From an optimization exercise on the open Yosys and OpenROAD flow, aimed at small area and a short achievable clock period; shortcuts taken in it are not production practice. Function was checked by simulation only, so behaviour that the tests miss may differ from the original.

==> flow/design.v, too long to show whole: its modules and the start of the top module <==
// module fir3_fa: 4 lines
// module fir3_ha: 4 lines
// module fir3_sel: 3 lines
// module fir3_xnor2: 3 lines
// module fir3_xor2: 3 lines
// module fir3_nand2: 3 lines
// module fir3_nor2: 3 lines
// module fir3_inv: 3 lines
// module fir3_invd: 3 lines
// module fir3_nor2d: 3 lines
// module fir3_a21oi: 3 lines
// module fir3_o21ai: 3 lines
// module fir3_top: 3590 lines
module fir3_top #(
  parameter int W  = 32,
  parameter int XW = 16
) (
  input  logic          CLK,
  input  logic          rst,
  input  logic [XW-1:0] h0,
  input  logic [XW-1:0] h1,
  input  logic [XW-1:0] h2,
  input  logic [XW-1:0] x,
  output logic [W-1:0]  y
);
  // ...
==> flow/flow/run.sh <==
#!/bin/bash
set -euo pipefail
here=$(pwd)
F=$here/flow
sed "s#^hierarchy -check -top \$::env(DESIGN_NAME)\$#&\ntechmap -map $F/leafmap.v#" \
  "$FLOW_HOME/scripts/synth.tcl" > "$here/synth_leaf.tcl"
grep -q "^techmap -map $F/leafmap.v" "$here/synth_leaf.tcl"
sed "s#source \$::env(SCRIPTS_DIR)/synth.tcl#source $here/synth_leaf.tcl#" \
  "$here/synth_recipe.tcl" > "$here/synth_own.tcl"
grep -q "source $here/synth_leaf.tcl" "$here/synth_own.tcl"
bash standard.sh \
  SYNTH_SCRIPT="$here/synth_own.tcl" \
  DONT_BUFFER_PORTS=1 \
  PRE_GLOBAL_PLACE_TCL="$F/ports.tcl" \
  finish > "$here/standard_finish.log" 2>&1
==> flow/flow/leafmap.v <==
// Maps the design's leaf modules one-to-one onto library cells.
module fir3_fa (input a, b, c, output s, co);
  sky130_fd_sc_hd__fa_1 _TECHMAP_REPLACE_ (.A(a), .B(b), .CIN(c), .SUM(s), .COUT(co));
endmodule

module fir3_ha (input a, b, output s, co);
  sky130_fd_sc_hd__ha_1 _TECHMAP_REPLACE_ (.A(a), .B(b), .SUM(s), .COUT(co));
endmodule

module fir3_sel (input one, two, hi, hm, output mn);
  sky130_fd_sc_hd__a22oi_1 _TECHMAP_REPLACE_ (.A1(one), .A2(hi), .B1(two), .B2(hm), .Y(mn));
endmodule

module fir3_xnor2 (input a, b, output y);
  sky130_fd_sc_hd__xnor2_1 _TECHMAP_REPLACE_ (.A(a), .B(b), .Y(y));
endmodule

module fir3_xor2 (input a, b, output y);
  sky130_fd_sc_hd__xor2_1 _TECHMAP_REPLACE_ (.A(a), .B(b), .X(y));
endmodule

module fir3_nand2 (input a, b, output y);
  sky130_fd_sc_hd__nand2_1 _TECHMAP_REPLACE_ (.A(a), .B(b), .Y(y));
endmodule

module fir3_nor2 (input a, b, output y);
  sky130_fd_sc_hd__nor2_1 _TECHMAP_REPLACE_ (.A(a), .B(b), .Y(y));
endmodule

module fir3_inv (input a, output y);
  sky130_fd_sc_hd__inv_1 _TECHMAP_REPLACE_ (.A(a), .Y(y));
endmodule

module fir3_a21oi (input a1, a2, b1, output y);
  sky130_fd_sc_hd__a21oi_1 _TECHMAP_REPLACE_ (.A1(a1), .A2(a2), .B1(b1), .Y(y));
endmodule

module fir3_o21ai (input a1, a2, b1, output y);
  sky130_fd_sc_hd__o21ai_1 _TECHMAP_REPLACE_ (.A1(a1), .A2(a2), .B1(b1), .Y(y));
endmodule

module fir3_invd (input a, output y);
  sky130_fd_sc_hd__inv_2 _TECHMAP_REPLACE_ (.A(a), .Y(y));
endmodule

module fir3_nor2d (input a, b, output y);
  sky130_fd_sc_hd__nor2_2 _TECHMAP_REPLACE_ (.A(a), .B(b), .Y(y));
endmodule
==> flow/flow/ports.tcl <==
# Sourced before global placement (PRE_GLOBAL_PLACE_TCL, with DONT_BUFFER_PORTS=1).
# Buffers every input and output port (the clock port excepted, as buffer_ports
# does) at the same point of the flow as the standard port buffering, right after
# remove_buffers: buf_4 on the inputs (the coefficient bits each drive 16 cells),
# then buf_1 for the sample inputs x, which drive one register each, and buf_1 on
# the outputs.
proc my_buffer_ports {} {
  buffer_ports -inputs -buffer_cell sky130_fd_sc_hd__buf_4
  buffer_ports -outputs -buffer_cell sky130_fd_sc_hd__buf_1
  foreach bterm [[ord::get_db_block] getBTerms] {
    if { ![string match {x\[*\]} [$bterm getName]] } {
      continue
    }
    foreach iterm [[$bterm getNet] getITerms] {
      set inst [$iterm getInst]
      if { [[$inst getMaster] getName] == "sky130_fd_sc_hd__buf_4" } {
        replace_cell [get_cells [$inst getName]] sky130_fd_sc_hd__buf_1
      }
    }
  }
}
if { $::env(GPL_TIMING_DRIVEN) } {
  rename remove_buffers my_orig_remove_buffers
  proc remove_buffers {args} {
    my_orig_remove_buffers {*}$args
    my_buffer_ports
  }
} else {
  my_buffer_ports
}
==> flow/standard.sh <==
#!/bin/bash
# synth_recipe.tcl (not shown) runs the flow's synth.tcl, then flattens the netlist and writes it again
# the make line also repeats each setting of config.mk as NAME=value (left out here)
make -C /OpenROAD-flow-scripts/flow DESIGN_CONFIG=/design/flow/config.mk WORK_HOME=/design/flow/orfs CLKGATE_MAP_FILE= SYNTH_SCRIPT=/design/flow/synth_recipe.tcl "${@:-finish}"
==> flow/config.mk <==
export PLATFORM = sky130hd
export DESIGN_NAME = fir3_top
export DESIGN_NICKNAME = fir3_top
export VERILOG_FILES = /design/flow/design.v
export SDC_FILE = /design/flow/constraint.sdc
export NUM_CORES = 4
export LEC_CHECK = 0
export ABC_AREA = 1
export CAP_MARGIN = 20
export CORE_MARGIN = 2
export CORE_UTILIZATION = 40
export CTS_BUF_LIST = sky130_fd_sc_hd__clkbuf_4 sky130_fd_sc_hd__clkbuf_8
export SLEW_MARGIN = 20
==> flow/constraint.sdc <==
create_clock -name core_clock -period 10.0 [get_ports {CLK}]
set_input_delay 2.0000 -clock core_clock [delete_from_list [all_inputs] [get_ports {CLK}]]
set_output_delay 2.0000 -clock core_clock [all_outputs]
set_load 0.01 [all_outputs]
==> flow_metrics.env, run 1 <==
export IMPL_initial_core_util_pct=40.4
export IMPL_num_vias=14500
export IMPL_cts_tree="yes"
export IMPL_drt_iter0_markers=1839
export IMPL_grtUsageTotal_pct=27.0
export IMPL_worstPathMaxFanout=21
export IMPL_cp_start_kind="register"
export IMPL_seq_cells=80
export IMPL_rows=78
export IMPL_pin_count=98
export IMPL_cts_max_level=3
export IMPL_dp_cells=2397
export IMPL_end_kind="register"
export IMPL_grt_max_degree=46
export IMPL_reg2reg_depth=21
export IMPL_die_w_um=218
export IMPL_cap_violations=0
export IMPL_fill_cells=4377
export IMPL_grt_ovfl_total=0
export IMPL_largest_reg_flops=32
export IMPL_inv_count=41
export IMPL_ant_nets=0
export IMPL_crit_buf_inv=2
export IMPL_seqCellArea_um2=2000
export IMPL_min_delay_start="d1_q[13]"
export IMPL_layout_cells_most_common="xnor2_1"
export IMPL_layout_min_cycle_time_ps=7230
export IMPL_dr_pass1_iters=7
export IMPL_status="complete, no violations"
export IMPL_num_nets_final=2258
export IMPL_async_reset_ff_share_pct=100
export IMPL_fin_crit_sh_pct=72.3
export IMPL_relSlewSlack_pct=33.9
==> run 2: changes to the inputs <==
--- a/flow/config.mk
+++ b/flow/config.mk
@@ -9,5 +9,6 @@
 export CAP_MARGIN = 20
 export CORE_MARGIN = 2
-export CORE_UTILIZATION = 40
+export CORE_UTILIZATION = 55
 export CTS_BUF_LIST = sky130_fd_sc_hd__clkbuf_4 sky130_fd_sc_hd__clkbuf_8
+export PLACE_DENSITY = 0.65
 export SLEW_MARGIN = 20
==> flow_metrics.env, run 2 <==
export IMPL_yosysWarnings=1
export IMPL_regMostFlops="y_q"
export IMPL_antenna_found_initial=0
export IMPL_synthAdderAreaFrac_pct=41.4
export IMPL_yosysTopAreaCell="fa_1"
export IMPL_pin_count=98
export IMPL_grtUsageTotal_pct=35.2
export IMPL_fin_crit_sh_pct=73.0
export IMPL_layout_cells_most_common="xnor2_1"
export IMPL_postSynthAreaPerCell_um2=11.0
export IMPL_drt_total_wl_um=60200
export IMPL_crit_required_ps=10360
export IMPL_first_global_vias=14900
export IMPL_worstPathMaxFanout=18
export IMPL_final_cell_mix="xnor2_1, a22oi_1, fa_1"
export IMPL_yosys_cell_count_top_type="xnor2_1"
export IMPL_ys_seq_elements=80
export IMPL_synth_cell_types=14
export IMPL_drt_vias_per_instance=6.45
export IMPL_hold_buffers=0
export IMPL_drv_slew=0
export IMPL_clkSinkCount=80
export IMPL_tightest_slew_ps=953
export IMPL_initial_core_util_pct=56.1
export IMPL_worstPathArrival_ps=7660
export IMPL_cts_tree="yes"
export IMPL_fin_area_um2=19800
export IMPL_core_um2=32600
export IMPL_seqCellArea_um2=2000
export IMPL_die_h_um=186
export IMPL_drive_gt1_share_pct=7.85
export IMPL_criticalPathCategory="reg -> reg"
export IMPL_synth_xor_area_share_pct=24.7
export IMPL_relSlewSlack_pct=36.4
export IMPL_grt_max_degree=55
export IMPL_cts_root_buf="clkbuf_8"
export IMPL_synth_yosys_seq_area_share_pct=10.9
export IMPL_synth_nets=2119
export IMPL_place_gp_congestion=0.960
export IMPL_netlist_area_leader_share_pct=40.4
export IMPL_tns_ps=0
export IMPL_dp_hpwl_um=47800
export IMPL_ant_nets=0
export IMPL_cts_resized=0
export IMPL_num_nets_final=2254
export IMPL_synth_edff_count=0
export IMPL_post_cts_setup_buffers=0
export IMPL_numCtsBuffers=9
export IMPL_placedInstanceArea_um2=19600
export IMPL_synthCells=1669
export IMPL_synth_simple_gate_area_share_pct=3.84
export IMPL_port_buffers=97
export IMPL_die_area_um2=34700
export IMPL_muxShareOfSynthArea_pct=0
export IMPL_worstSkewPairLatency_ps=440
export IMPL_hold_class="reg -> reg"
export IMPL_cp_start_kind="register"
export IMPL_antenna_cells=0
export IMPL_drt_iter0_markers=1558
export IMPL_largest_reg_flops=32
export IMPL_synth_compound_area_share_pct=18.3
export IMPL_layout_min_cycle_time_ps=7300
export IMPL_dr_pass1_iters=7
export IMPL_cap_violations=0
export IMPL_rrSetupSlack_ps=2700
export IMPL_async_reset_ff_share_pct=100
export IMPL_die_w_um=186
export IMPL_ys_flop_type="dfrtp_1"
export IMPL_clk_pin_slew_ps=110
export IMPL_hold_viol=0
export IMPL_synth_area_um2=18300
export IMPL_grt_ovfl_total=0
export IMPL_status="complete, no violations"
export IMPL_finalClockSkew_ps=23.6
export IMPL_cts_max_level=3
export IMPL_grt_pass1_wl_um=92300
export IMPL_rsz0062_at_grt="false"
export IMPL_synth_top_cells_by_count="xnor2_1, a22oi_1, fa_1"
export IMPL_fill_cells=2802
export IMPL_end_kind="register"
export IMPL_ys_top_cells_by_area="fa_1, xnor2_1, a22oi_1, dfrtp_1, xor2_1"
export IMPL_clockBufferDepth=2
export IMPL_drc_errors=0
export IMPL_num_vias=14500
export IMPL_setup_viol=0
export IMPL_fmax_mhz=137
export IMPL_wire_per_inst_um=26.7
export IMPL_area_growth_pct=8.28
export IMPL_multi_input_area_um2=16100
export IMPL_rows=66
export IMPL_synth_top_family_by_area="adder cells"
run 2: cell count changes in the layout (fill, tap and decap cells not counted), sizes merged:
cell,previous run,this run
buf,128,124
clkinvlp,2,0
bufinv,0,1
diode,1,0
inv,44,45
run 2: layer usage:
metal,vias up,track usage (%),share of wire (%)
met3,70,15.0,15
li1,6127,-,-
met2,993,50.3,42
met1,7337,50.0,41
met5,-,0,0
met4,0,7.38,1.9
run 2: layout make-up:
cell class	count	share of cell area [%]
timing repair buffer	124	3.79
multi-input combinational	1548	81.5
tap	442	2.79
clock buffer	9	0.625
sequential	80	10.1
inverter	41	0.777
clock inverter	7	0.429
run 2: cell families (layout without fill, tap and decap cells):
logic type,Yosys count,after routing
xor gates and xnor gates,516,516
other,1,1
DFF,80,80
buffers and inverters,41,181
and+or+nand+nor,171,171
AOI/OAI and AO/OA,476,476
adders and majority gates,384,384
run 2: worst paths after layout:
kind | cells after the start | end | startpoint
max | 21 | y_q[27] | d2_q[7]
min | 0 | d1_q[0] | d0_q[0]
max reg2reg | 21 | y_q[27] | d2_q[7]
min reg2reg | 0 | d1_q[0] | d0_q[0]
max in group asynchronous | 2 | d1_q[5] | rst
min in group asynchronous | 1 | d2_q[11] | rst
run 2: critical path: stages (launching register included):
cell	delay [ps]
dfrtp_1	430
buf_4	360
xnor2_1	180
inv_2	200
nor2_2	750
a22oi_1	180
xnor2_1	210
fa_1	490
fa_1	460
fa_1	510
fa_1	480
fa_1	390
fa_1	460
fa_1	390
fa_1	540
nor2_1	80
nor2_1	220
nand2_1	180
nor2_1	280
nand2_1	90
o21ai_1	160
xor2_1	150
run 2: metrics by stage:
step | setup slack (ps) | instances | util (%) | hold slack, ps
6_report | 2700 | 2251 | 60.7 | 433
5_1_grt | 2410 | 2251 | 60.7 | 458
4_1_cts | 2490 | 2251 | 60.7 | 439
3_5_place_dp | 2400 | 2235 | 60.1 | 413
3_3_place_gp | 2400 | 2235 | 60.1 | 398
2_1_floorplan | 3220 | 1669 | - | 393
==> run 3: changes to the inputs <==
--- a/flow/flow/leafmap.v
+++ b/flow/flow/leafmap.v
@@ -47,2 +47,14 @@
   sky130_fd_sc_hd__nor2_2 _TECHMAP_REPLACE_ (.A(a), .B(b), .Y(y));
 endmodule
+
+module fir3_nand2d (input a, b, output y);
+  sky130_fd_sc_hd__nand2_2 _TECHMAP_REPLACE_ (.A(a), .B(b), .Y(y));
+endmodule
+
+module fir3_a21oid (input a1, a2, b1, output y);
+  sky130_fd_sc_hd__a21oi_2 _TECHMAP_REPLACE_ (.A1(a1), .A2(a2), .B1(b1), .Y(y));
+endmodule
+
+module fir3_o21aid (input a1, a2, b1, output y);
+  sky130_fd_sc_hd__o21ai_2 _TECHMAP_REPLACE_ (.A1(a1), .A2(a2), .B1(b1), .Y(y));
+endmodule
--- a/flow/config.mk
+++ b/flow/config.mk
@@ -9,6 +9,5 @@
 export CAP_MARGIN = 20
 export CORE_MARGIN = 2
-export CORE_UTILIZATION = 55
+export CORE_UTILIZATION = 40
 export CTS_BUF_LIST = sky130_fd_sc_hd__clkbuf_4 sky130_fd_sc_hd__clkbuf_8
-export PLACE_DENSITY = 0.65
 export SLEW_MARGIN = 20
==> flow_metrics.env, run 3 <==
export IMPL_worstPathArrival_ps=7550
export IMPL_netlist_area_leader_share_pct=40.4
export IMPL_fmax_mhz=138
export IMPL_dp_hpwl_um=49900
export IMPL_area_growth_pct=9.36
export IMPL_crit_required_ps=10330
export IMPL_die_h_um=218
export IMPL_synthCells=1669
export IMPL_ant_nets=0
export IMPL_end_kind="register"
export IMPL_crit_family="adder cells"
export IMPL_grt_ovfl_total=0
export IMPL_cp_slowest_cell="nor2_2"
export IMPL_drv_slew=0
export IMPL_die_w_um=218
export IMPL_path_common_cell="fa_1"
export IMPL_synth_yosys_seq_area_share_pct=10.9
export IMPL_regMostFlops="y_q"
export IMPL_finalClockSkew_ps=13.0
export IMPL_holdWs_ps=399
export IMPL_tightest_slew_ps=991
export IMPL_drive_gt1_share_pct=7.94
export IMPL_drt_iter0_markers=1839
export IMPL_core_um2=45300
export IMPL_clockBufferDepth=2
export IMPL_dr_pass1_iters=7
export IMPL_synth_edff_count=0
export IMPL_worst_slack_ps=2770
export IMPL_criticalPathCategory="reg -> reg"
export IMPL_worstPathMaxFanout=21
export IMPL_final_cell_mix="xnor2_1, a22oi_1, fa_1"
export IMPL_cap_violations=0
export IMPL_largest_reg_flops=32
export IMPL_clk_pin_slew_ps=100
export IMPL_drc_errors=0
export IMPL_status="complete, no violations"
export IMPL_post_cts_setup_buffers=0
export IMPL_pre_cts_ws_ps=2350
export IMPL_wire_per_inst_um=26.0
export IMPL_hold_viol=0
export IMPL_hold_class="reg -> reg"
export IMPL_rsz0062_at_grt="false"
export IMPL_cts_root_buf="clkbuf_8"
export IMPL_synth_top_cells_by_count="xnor2_1, a22oi_1, fa_1"
export IMPL_port_buffers=97
export IMPL_cts_max_level=3
export IMPL_num_vias=14500
export IMPL_pin_count=98
export IMPL_fin_crit_sh_pct=72.3
export IMPL_grt_pass1_wl_um=96100
export IMPL_cts_resized=0
export IMPL_yosysWarnings=1
export IMPL_worstSkewPairLatency_ps=450
export IMPL_setup_viol=0
export IMPL_postLayoutCoreUtil_pct=44.2
export IMPL_synth_cell_types=14
export IMPL_synth_nets=2119
export IMPL_yosysTopAreaCell="fa_1"
export IMPL_relSlewSlack_pct=33.9
export IMPL_ys_seq_elements=80
export IMPL_antenna_found_initial=1
export IMPL_yosys_cell_count_top_type="xnor2_1"
export IMPL_fill_cells=4377
export IMPL_die_area_um2=47500
export IMPL_drt_vias_per_instance=6.03
export IMPL_rows=78
export IMPL_ys_top_cells_by_area="fa_1, xnor2_1, a22oi_1, dfrtp_1, xor2_1"
export IMPL_hold_buffers=0
export IMPL_initial_core_util_pct=40.4
export IMPL_ys_flop_type="dfrtp_1"
export IMPL_synth_area_um2=18300
export IMPL_cp_start_kind="register"
export IMPL_crit_chain="buf_4, xnor2_1, inv_2, nor2_2, a22oi_1, xnor2_1, fa_1, fa_1, fa_1, fa_1, fa_1, fa_1, fa_1, fa_1, nor2_1, o21ai_1, a21oi_1, o21ai_1, a21oi_1, o21ai_1, xor2_1"
export IMPL_layout_min_cycle_time_ps=7230
export IMPL_num_nets_final=2258
export IMPL_first_global_vias=14900
export IMPL_layout_cells_most_common="xnor2_1"
export IMPL_crit_buf_inv=2
export IMPL_place_gp_congestion=0.968
export IMPL_grtUsageTotal_pct=27.0
export IMPL_numCtsBuffers=9
export IMPL_grt_max_degree=46
export IMPL_cpPeakStageDelay_ps=710
export IMPL_drt_total_wl_um=62800
export IMPL_async_reset_ff_share_pct=100
export IMPL_postSynthAreaPerCell_um2=11.0
export IMPL_clkSinkCount=80
export IMPL_cts_tree="yes"
export IMPL_tns_ps=0
-- run 3: cell type report --
cell class | instances | area (um^2) | area share [%]
inverter | 41 | 154 | 0.769
clock inverter | 7 | 55.1 | 0.275
clock buffer | 9 | 124 | 0.619
multi-input combinational | 1548 | 16100 | 80.7
timing repair buffer | 128 | 781 | 3.90
sequential | 80 | 2000 | 10.0
antenna | 1 | 2.50 | 0.0125
tap | 600 | 751 | 3.75
-- run 3: metrics by stage --
stage / instance area (um^2) / std cells
6_report: 20000 / 2414
5_1_grt: 20000 / 2414
4_1_cts: 20000 / 2413
3_5_place_dp: 19800 / 2397
3_3_place_gp: 19800 / 2397
2_1_floorplan: 18300 / 1669
-- run 3: worst register-to-register path, stage by stage, from the launching register on --
cell and delay [ps]:
dfrtp_1 330, buf_4 370, xnor2_1 200, inv_2 200, nor2_2 710, a22oi_1 200, xnor2_1 270, fa_1 530
fa_1 420, fa_1 460, fa_1 470, fa_1 390, fa_1 460, fa_1 400, fa_1 490, nor2_1 200
o21ai_1 140, a21oi_1 300, o21ai_1 140, a21oi_1 160, o21ai_1 90, xor2_1 160
-- run 3: metal layers --
layer / up-vias / global-route usage, % / part of all wire, %
li1: 6135 / - / -
met2: 793 / 41.0 / 45
met5: - / 0 / 0
met1: 7540 / 38.2 / 43
met4: 0 / 5.08 / 1.6
met3: 77 / 8.23 / 11
-- run 3: path summary, 6_finish.rpt --
| kind | startpoint | to | slack (ps) | cells past startpoint |
|---|---|---|---|---|
| hold / removal | d1_q[13] | d2_q[13] | 400 | 0 |
| min in group asynchronous | rst | d0_q[13] | 1500 | 1 |
| max in group asynchronous | rst | d0_q[3] | 7430 | 2 |
| setup / recovery | d0_q[7] | y_q[27] | 2770 | 21 |
| setup reg to reg | d0_q[7] | y_q[27] | 2770 | 21 |
| hold reg to reg | d1_q[13] | d2_q[13] | 400 | 0 |
-- run 3: kinds of logic after synthesis --
| kind of cell | Yosys count | synth area share, % |
|---|---|---|
| compound gates | 476 | 18.3 |
| other cells | 1 | 0.0205 |
| xor+xnor | 516 | 24.7 |
| fa+ha+maj | 384 | 41.4 |
| simple gates | 171 | 3.84 |
| flops | 80 | 10.9 |
| buf+inv | 41 | 0.841 |

what the ideal ports hide:
The results above use ideal ports. As a check the final layouts listed here were re-extracted and re-timed, cells and wires unchanged.
Step 1 assumes that a clkbuf_16 drives the clock port and a buf_2 every other input.
Step 2 moves the port delays by t, midway between the first and last clock arrival at a register: inputs arrive t later, outputs are due t later. That takes back most of the time a late clock gives input paths.
a / b / c = ideal ports / drivers / drivers and shift; a / b = the first two.
| run | t, ns | slack for setup (ns) | hold WS [ns] | worst setup path after step 2 | worst slew at a driven data input, ns |
|---|---|---|---|---|---|
| run 1 | 0.491 | 2.775 / 2.775 / 2.318 | 0.399 / 0.399 / 0.399 | input to register | 0.07 |
| run 2 | 0.484 | 2.699 / 2.699 / 2.372 | 0.433 / 0.433 / 0.433 | input to register | 0.06 |
| run 3 | 0.491 | 2.775 / 2.775 / 2.318 | 0.399 / 0.399 / 0.399 | input to register | 0.07 |
After both steps every run listed still meets setup and hold.
